From an optimization exercise on the open Yosys and OpenROAD flow, aimed at small area; shortcuts taken in it are not production practice.
Only simulation tests tie the RTL to the original design; equivalence was not proved.
Power and IR drop assume default switching activity. The clock port is modelled as an ideal driver; clocking choices that lean on that would not hold on a real chip.

Design l2_data_array_nway, start of the top module:
module l2_data_array_nway
#(
    parameter int unsigned s_offset = l2_pkg::default_s_offset,
    parameter int unsigned s_index  = l2_pkg::default_s_index,
    parameter int unsigned num_ways = l2_pkg::default_num_ways,
    localparam int unsigned s_way   = l2_pkg::way_bits(num_ways),
    localparam int unsigned s_mask  = 1 << s_offset,
    localparam int unsigned s_line  = 8 * s_mask
) (
    input  logic               clk,
    input  logic               rst,
    input  logic               read,
    input  logic               write,
    input  logic [s_way-1:0]   way,
    input  logic [s_index-1:0] index,
    input  logic [s_mask-1:0]  write_en,
    input  logic [s_line-1:0]  datain,
    output logic [s_line-1:0]  dataout,
    output logic               resp,
    output logic               ready
);
clock: 5.0 ns
lec_check: 0
cap_margin: 20
core_margin: 2
core_utilization: 40
cts_buf_list: sky130_fd_sc_hd__clkbuf_16
cts_cluster_diameter: 100
cts_cluster_size: 30
place_density: 0.6
setup_slack_margin: 0.2
slew_margin: 20
synth_hierarchical: 1
run.sh (not shown) runs the stock make flow with config.mk's settings and CLKGATE_MAP_FILE= SYNTH_SCRIPT=/design/flow/synth_recipe.tcl, a recipe that flattens the netlist after the stock synthesis.
The first run finished with slew limit left.
Edit:
==> flow/flow/run.sh (new file) <==
#!/bin/bash
# Own layout flow: the standard ORFS flow (standard.sh, unchanged synthesis,
# floorplan, power grid, placement and routing) with two settings changed:
#  - clock tree synthesis inserts no dummy loads and builds larger sink
#    clusters from clkbuf_16 leaf buffers;
#  - the port buffers that buffer_ports adds are buf_1 instead of the default
#    clock delay buffers.
# The full make output goes to flow_make.log in the work folder; ORFS keeps the
# log of each step under orfs/logs/.
set -euo pipefail
export CTS_ARGS="-sink_clustering_enable -repair_clock_nets -dont_use_dummy_load -buf_list sky130_fd_sc_hd__clkbuf_16 -sink_clustering_size ${CTS_SIZE:-30} -sink_clustering_max_diameter ${CTS_DIAM:-100}"
export BUFFER_PORTS_ARGS="-buffer_cell sky130_fd_sc_hd__buf_1"
bash standard.sh > flow_make.log 2>&1
==> flow/standard.sh (new file) <==
#!/bin/bash
# synth_recipe.tcl (not shown) runs the flow's synth.tcl, then flattens the netlist and writes it again
# the make line also repeats each setting of config.mk as NAME=value (left out here)
make -C /OpenROAD-flow-scripts/flow DESIGN_CONFIG=/design/flow/config.mk WORK_HOME=/design/flow/orfs CLKGATE_MAP_FILE= SYNTH_SCRIPT=/design/flow/synth_recipe.tcl "${@:-finish}"
- CORE_UTILIZATION: 40 -> 65
- CTS_BUF_LIST: sky130_fd_sc_hd__clkbuf_16 -> default
- CTS_CLUSTER_DIAMETER: 100 -> default
- CTS_CLUSTER_SIZE: 30 -> default
- PLACE_DENSITY: 0.6 -> 0.8
- SETUP_SLACK_MARGIN: 0.2 -> default
removed: flow/run.sh
Result:
- The changed run finished but failed the layout checks on setup timing
- final area went down by 6.2%
- cell count is lower by 11%
- routed wire length falls by 7.2%
- via count climbs by 4.2%
- die area went down by 38%
- utilization rises by 25 points
- count of clock-buffer cells in the layout went down by 11
- sequential power barely changes
Edit:
- CORE_UTILIZATION: 65 -> 40
- PLACE_DENSITY: 0.8 -> 0.6
Result: The changed run completed without violations; global-route usage shrinks by 15 points; power rose by 1.4%; flip-flop and latch count stays the same; fmax increases by 3.9%; synthesized cell count is unchanged; setup slack gets better by 0.19 ns.
Edit:
- CORE_UTILIZATION: 40 -> 60
- PLACE_DENSITY: 0.6 -> 0.75
- SETUP_SLACK_MARGIN: default -> 0.15
Result: The new run produced a clean layout. Count of clock-buffer cells in the layout falls by 10. Die area is lower by 33%. Wire length fell by 4.5%. Total power is lower by 1.1%. Global-route usage goes up by 12 points. Clock skew came out lower by 0.024 ns. Setup slack degrades by 0.018 ns. Synthesized area does not change.
Edit:
==> flow/run.sh (new file) <==
#!/bin/bash
# synth_recipe.tcl (not shown) runs the flow's synth.tcl, then flattens the netlist and writes it again
# the make line also repeats each setting of config.mk as NAME=value (left out here)
make -C /OpenROAD-flow-scripts/flow DESIGN_CONFIG=/design/flow/config.mk WORK_HOME=/design/flow/orfs CLKGATE_MAP_FILE= SYNTH_SCRIPT=/design/flow/synth_recipe.tcl finish
- CORE_UTILIZATION: 60 -> 40
- CTS_BUF_LIST: default -> sky130_fd_sc_hd__clkbuf_16
- CTS_CLUSTER_DIAMETER: default -> 100
- CTS_CLUSTER_SIZE: default -> 30
- PLACE_DENSITY: 0.75 -> 0.6
- SETUP_SLACK_MARGIN: 0.15 -> default
removed: flow/flow/run.sh
removed: flow/standard.sh
=>
- The new run finished but failed the layout checks on setup timing
- routed wire length goes up by 4.8%
- sequential share of layout area goes down by 2.7 points
- area after synthesis stays the same

[port drivers added, routing unchanged]
The results above use ideal ports. As a check the final layouts listed here were re-extracted and re-timed, cells and wires unchanged.
Step 1: set_driving_cell puts a clkbuf_16 on clk and a buf_2 on each other input, an assumption about the parent block.
Step 2 also shifts input and output timing later by t, the mid clock arrival at the registers, as if the neighbouring blocks saw the same clock.
a / b / c = ideal / step 1 / step 2; a / b = the first two.
| run | t (ns) | slack for setup (ns) | worst setup path after step 2 | slew at the worst register clock pin (ns) | worst slew at a driven data input, ns |
|---|---|---|---|---|---|
| the first run | 1.005 | 0.112 / 0.013 / 0.525 | input to register | 0.12 / 0.12 | 0.18 |
| the second run | 0.964 | -0.034 / -0.123 / 0.784 | input to register | 0.12 / 0.12 | 0.18 |
| the third run | 0.980 | 0.154 / 0.056 / 0.586 | input to register | 0.12 / 0.12 | 0.18 |
| the fourth run | 0.962 | 0.136 / 0.040 / 0.699 | input to register | 0.12 / 0.12 | 0.13 |
| the fifth run | 1.004 | -0.045 / -0.143 / 0.559 | input to register | 0.12 / 0.12 | 0.17 |
